What follows belongs to an exercise in optimizing a design on an open flow for small area, a short achievable clock period and few clock cycles per item; a production flow would make more cautious choices. The RTL was checked by simulation tests, not by an equivalence proof against the original design.

Setup of P:
// exec_stage
module exec_stage (
    input  logic                  clk,
    input  logic                  reset,
    input  logic [w_oper-1:0]     oper,
    input  logic [w_func-1:0]     func,
    input  logic [data_width-1:0] source_a,
    input  logic [data_width-1:0] source_b,
    input  logic [4:0]            cp0_addr,
    input  logic                  cp0_write,
    output logic [data_width-1:0] result,
    output logic                  ov,
    output logic                  busy,
    output logic                  timer_irq
);
==> module bk_adder, before the edit <==
module bk_adder #(
    parameter int W = 36
) (
    input  logic [W-1:0] x,
    input  logic [W-1:0] y,
    input  logic         cin,
    output logic [W-1:0] s
);
    logic [W:0] g;
    logic [W:0] p;
    logic [W:0] gg;
    logic [W:0] pp;
    always_comb begin
        g[0] = cin;
        p[0] = 1'b0;
        for (int i = 0; i < W; i++) begin
            g[i+1] = x[i] & y[i];
            p[i+1] = x[i] ^ y[i];
        end
        gg = g;
        pp = p;
        for (int d = 1; d <= W; d = d * 2) begin
            for (int i = 1; i <= W; i++) begin
                if ((i % (2 * d)) == 2 * d - 1) begin
                    gg[i] = gg[i] | (pp[i] & gg[i-d]);
                    pp[i] = pp[i] & pp[i-d];
                end
            end
        end
        for (int d = 32; d >= 1; d = d / 2) begin
            for (int i = 1; i <= W; i++) begin
                if (i >= 3 * d - 1 && ((i - (3 * d - 1)) % (2 * d)) == 0) begin
                    gg[i] = gg[i] | (pp[i] & gg[i-d]);
                    pp[i] = pp[i] & pp[i-d];
                end
            end
        end
        for (int i = 0; i < W; i++) begin
            s[i] = p[i+1] ^ gg[i];
        end
    end
endmodule
==> module sglalu, before the edit <==
module sglalu (
    input  logic [w_oper-1:0]     oper,
    input  logic [w_func-1:0]     func,
    input  logic [data_width-1:0] cp0_rt_data,
    input  logic [data_width-1:0] source_a,
    input  logic [data_width-1:0] source_b,
    input  logic [data_width-1:0] hi,
    input  logic [data_width-1:0] lo,
    output logic [data_width-1:0] result,
    output logic                  ov
);
    logic                  is_signed;
    logic                  sub;
    logic [data_width:0]   sum;
    logic                  less;
    logic                  left;
    logic [data_width-1:0] sh_in;
    logic [data_width-1:0] sh_out;
    logic [data_width-1:0] shifted;
    logic                  fill;
    assign is_signed = (oper == oper_alus);
    assign sub       = (func != func_add);
    logic [35:0] sum36;
    bk_adder #(.W(36)) u_add (
        .x   ({3'b0, is_signed & source_a[data_width-1], source_a}),
        .y   ({3'b0, {is_signed & source_b[data_width-1], source_b} ^ {(data_width+1){sub}}}),
        .cin (sub),
        .s   (sum36)
    );
    assign sum = sum36[data_width:0];
    assign less = sum[data_width];
    assign ov = is_signed && ((func == func_add) || (func == func_sub)) &&
                (source_a[data_width-1] == (source_b[data_width-1] ^ sub)) &&
                (sum[data_width-1] != source_a[data_width-1]);
    assign left = (func == func_sll);
    assign fill = (func == func_sra) & source_a[data_width-1];
    always_comb begin
        for (int i = 0; i < data_width; i++) begin
            sh_in[i] = left ? source_a[data_width-1-i] : source_a[i];
        end
    end
    assign sh_out = $signed({fill, sh_in}) >>> source_b[4:0];
    always_comb begin
        for (int i = 0; i < data_width; i++) begin
            shifted[i] = left ? sh_out[data_width-1-i] : sh_out[i];
        end
    end
    always_comb begin
        case (func)
            func_and: begin
                case (oper)
                    oper_mfhi: result = hi;
                    oper_mflo: result = lo;
                    oper_mfc0: result = cp0_rt_data;
                    default:   result = source_a & source_b;
                endcase
            end
            func_or:  result = source_a | source_b;
            func_xor: result = source_a ^ source_b;
            func_nor: result = ~(source_a | source_b);
            func_lui: result = {source_b[15:0], 16'h0000};
            func_sll, func_srl, func_sra: result = shifted;
            func_add, func_sub: result = sum[data_width-1:0];
            func_slt: result = {{(data_width-1){1'b0}}, less};
            default:  result = '0;
        endcase
    end
endmodule
==> module cp0_regs, before the edit <==
module cp0_regs (
    input  logic                  clk,
    input  logic                  reset,
    input  logic                  cp0_write,
    input  logic [4:0]            cp0_addr,
    input  logic [data_width-1:0] cp0_rd_data,
    output logic [data_width-1:0] cp0_rt_data,
    output logic                  timer_irq
);
    logic [data_width-1:0] count;
    logic [data_width-1:0] compare;
    logic [data_width-1:0] status;
    logic [data_width-1:0] epc;
    logic                  irq;
    logic                  half_tick;
    logic                  match;
    logic [data_width-1:0] count_inc;
    bk_adder #(.W(data_width)) u_inc (.x(count), .y('0), .cin(1'b1), .s(count_inc));
    assign match     = (count == compare) && (compare != '0);
    assign timer_irq = irq;    
    always_ff @(posedge clk) begin
        if (reset) begin
            count     <= '0;
            compare   <= '0;
            status    <= '0;
            epc       <= '0;
            irq       <= 1'b0;
            half_tick <= 1'b0;
        end else begin
            half_tick <= ~half_tick;
            if (cp0_write && cp0_addr == cp0_count) begin
                count <= cp0_rd_data;
            end else if (half_tick) begin
                count <= count_inc;    
            end
            if (cp0_write && cp0_addr == cp0_status) begin
                status <= cp0_rd_data;
            end
            if (cp0_write && cp0_addr == cp0_epc) begin
                epc <= cp0_rd_data;
            end
            if (cp0_write && cp0_addr == cp0_compare) begin
                compare <= cp0_rd_data;
                irq     <= 1'b0;    
            end else if (match) begin
                irq <= 1'b1;
            end
        end
    end
    always_comb begin
        case (cp0_addr)
            cp0_count:    cp0_rt_data = count;
            cp0_compare:  cp0_rt_data = compare;
            cp0_status:   cp0_rt_data = status;
            cp0_cause:    cp0_rt_data = {16'h0000, irq, 15'h0000};
            cp0_epc:      cp0_rt_data = epc;
            default:      cp0_rt_data = '0;    
        endcase
    end
endmodule
clock: 7.0 ns
lec_check: 0
cap_margin: 20
core_margin: 2
core_utilization: 40
slew_margin: 20
run.sh (not shown) runs the stock make flow with config.mk's settings and CLKGATE_MAP_FILE= SYNTH_SCRIPT=/design/flow/synth_recipe.tcl, a recipe that flattens the netlist after the stock synthesis.
P finished all stages; the layout is clean.
Testbench counts of P, summed over its fixed seeds: cycles 21,169, instructions 12,000.
The inputs of Q differ from those of P as listed below.
--- a/flow/design.v
+++ b/flow/design.v
@@ -53,22 +53,14 @@
             p[i+1] = x[i] ^ y[i];
         end
         gg = g;
         pp = p;
         for (int d = 1; d <= W; d = d * 2) begin
-            for (int i = 1; i <= W; i++) begin
-                if ((i % (2 * d)) == 2 * d - 1) begin
-                    gg[i] = gg[i] | (pp[i] & gg[i-d]);
-                    pp[i] = pp[i] & pp[i-d];
-                end
-            end
-        end
-        for (int d = 32; d >= 1; d = d / 2) begin
-            for (int i = 1; i <= W; i++) begin
-                if (i >= 3 * d - 1 && ((i - (3 * d - 1)) % (2 * d)) == 0) begin
-                    gg[i] = gg[i] | (pp[i] & gg[i-d]);
-                    pp[i] = pp[i] & pp[i-d];
+            for (int i = W; i >= 1; i--) begin
+                if (((i / d) % 2) == 1) begin
+                    gg[i] = gg[i] | (pp[i] & gg[(i / d) * d - 1]);
+                    pp[i] = pp[i] & pp[(i / d) * d - 1];
                 end
             end
         end
         for (int i = 0; i < W; i++) begin
             s[i] = p[i+1] ^ gg[i];
@@ -98,11 +90,11 @@
     logic [data_width-1:0] sh_in;
     logic [data_width-1:0] sh_out;
     logic [data_width-1:0] shifted;
     logic                  fill;
     assign is_signed = (oper == oper_alus);
-    assign sub       = (func != func_add);
+    assign sub       = func[1];
     logic [35:0] sum36;
     bk_adder #(.W(36)) u_add (
         .x   ({3'b0, is_signed & source_a[data_width-1], source_a}),
         .y   ({3'b0, {is_signed & source_b[data_width-1], source_b} ^ {(data_width+1){sub}}}),
         .cin (sub),
@@ -317,53 +309,67 @@
 );
     logic [data_width-1:0] count;
     logic [data_width-1:0] compare;
     logic [data_width-1:0] status;
     logic [data_width-1:0] epc;
+    logic                  compare_ok;
+    logic                  status_ok;
+    logic                  epc_ok;
     logic                  irq;
     logic                  half_tick;
     logic                  match;
     logic [data_width-1:0] count_inc;
     bk_adder #(.W(data_width)) u_inc (.x(count), .y('0), .cin(1'b1), .s(count_inc));
-    assign match     = (count == compare) && (compare != '0);
+    assign match     = compare_ok && (count == compare) && (compare != '0);
     assign timer_irq = irq;    
     always_ff @(posedge clk) begin
         if (reset) begin
             count     <= '0;
-            compare   <= '0;
-            status    <= '0;
-            epc       <= '0;
+            compare_ok <= 1'b0;
+            status_ok  <= 1'b0;
+            epc_ok     <= 1'b0;
             irq       <= 1'b0;
             half_tick <= 1'b0;
         end else begin
             half_tick <= ~half_tick;
             if (cp0_write && cp0_addr == cp0_count) begin
                 count <= cp0_rd_data;
             end else if (half_tick) begin
                 count <= count_inc;    
             end
             if (cp0_write && cp0_addr == cp0_status) begin
-                status <= cp0_rd_data;
+                status_ok <= 1'b1;
             end
             if (cp0_write && cp0_addr == cp0_epc) begin
-                epc <= cp0_rd_data;
+                epc_ok <= 1'b1;
             end
             if (cp0_write && cp0_addr == cp0_compare) begin
-                compare <= cp0_rd_data;
-                irq     <= 1'b0;    
+                compare_ok <= 1'b1;
+                irq        <= 1'b0;    
             end else if (match) begin
                 irq <= 1'b1;
             end
         end
     end
+    always_ff @(posedge clk) begin
+        if (cp0_write && cp0_addr == cp0_status) begin
+            status <= cp0_rd_data;
+        end
+        if (cp0_write && cp0_addr == cp0_epc) begin
+            epc <= cp0_rd_data;
+        end
+        if (cp0_write && cp0_addr == cp0_compare) begin
+            compare <= cp0_rd_data;
+        end
+    end
     always_comb begin
         case (cp0_addr)
             cp0_count:    cp0_rt_data = count;
-            cp0_compare:  cp0_rt_data = compare;
-            cp0_status:   cp0_rt_data = status;
+            cp0_compare:  cp0_rt_data = compare_ok ? compare : '0;
+            cp0_status:   cp0_rt_data = status_ok ? status : '0;
             cp0_cause:    cp0_rt_data = {16'h0000, irq, 15'h0000};
-            cp0_epc:      cp0_rt_data = epc;
+            cp0_epc:      cp0_rt_data = epc_ok ? epc : '0;
             default:      cp0_rt_data = '0;    
         endcase
     end
 endmodule
 `default_nettype wire
--- outcome ---
[Q] setup slack rose 0.042 ns relative to P. Non-filler instance count after layout in Q vs P: down 9.8%. Q vs. P: basic-gate share of the synthesized area counting and, or, nand and nor cells went down by 0.60 points. Compare P and Q | synthesized area lower: Q. Compared with P, in Q wire length of the first global-routing pass now sits lower; multi-input gate share of total cell area now sits lower; die area now sits lower; instance count of the mapped netlist now sits lower; count of clock-buffer cells in the layout now sits lower. Summary: with P as the reference, total number of vias in Q moved down by a little under 10%. Relative to P, post-detailed-route via-to-cell ratio has gone up in Q. Taking P over Q, the cell area ratio works out to 1.06.
Testbench counts of Q, summed over its fixed seeds: cycles 21,169, instructions 12,000.

==> re-timing with driven ports <==
No port has a modelled driver above. Below, the same layouts with a new extraction and two added sets of constraints. Step 1 sets driving cells, clkbuf_16 on the clock port and buf_2 on the other inputs (assumed; they add their load-dependent delay and slew). Step 2 also shifts input and output timing later by t, the mid clock arrival at the registers, as if the neighbouring blocks saw the same clock. a / b / c = no drivers / after step 1 / after step 2; a / b = the first two.
run	t, ns	setup slack, ns	hold WS [ns]	worst register clock-pin slew, ns	pins driven straight from the clock port
P	0.653	0.111 / 0.090 / 0.090	0.456 / 0.456 / 0.456	0.07 / 0.07	1
Q	0.669	0.152 / 0.125 / 0.125	0.477 / 0.477 / 0.477	0.07 / 0.07	1
After both steps setup and hold are still met in every run listed. The setup slack of Q, which loses most, moves by -0.027 ns with the drivers and by -0.027 ns with both steps.
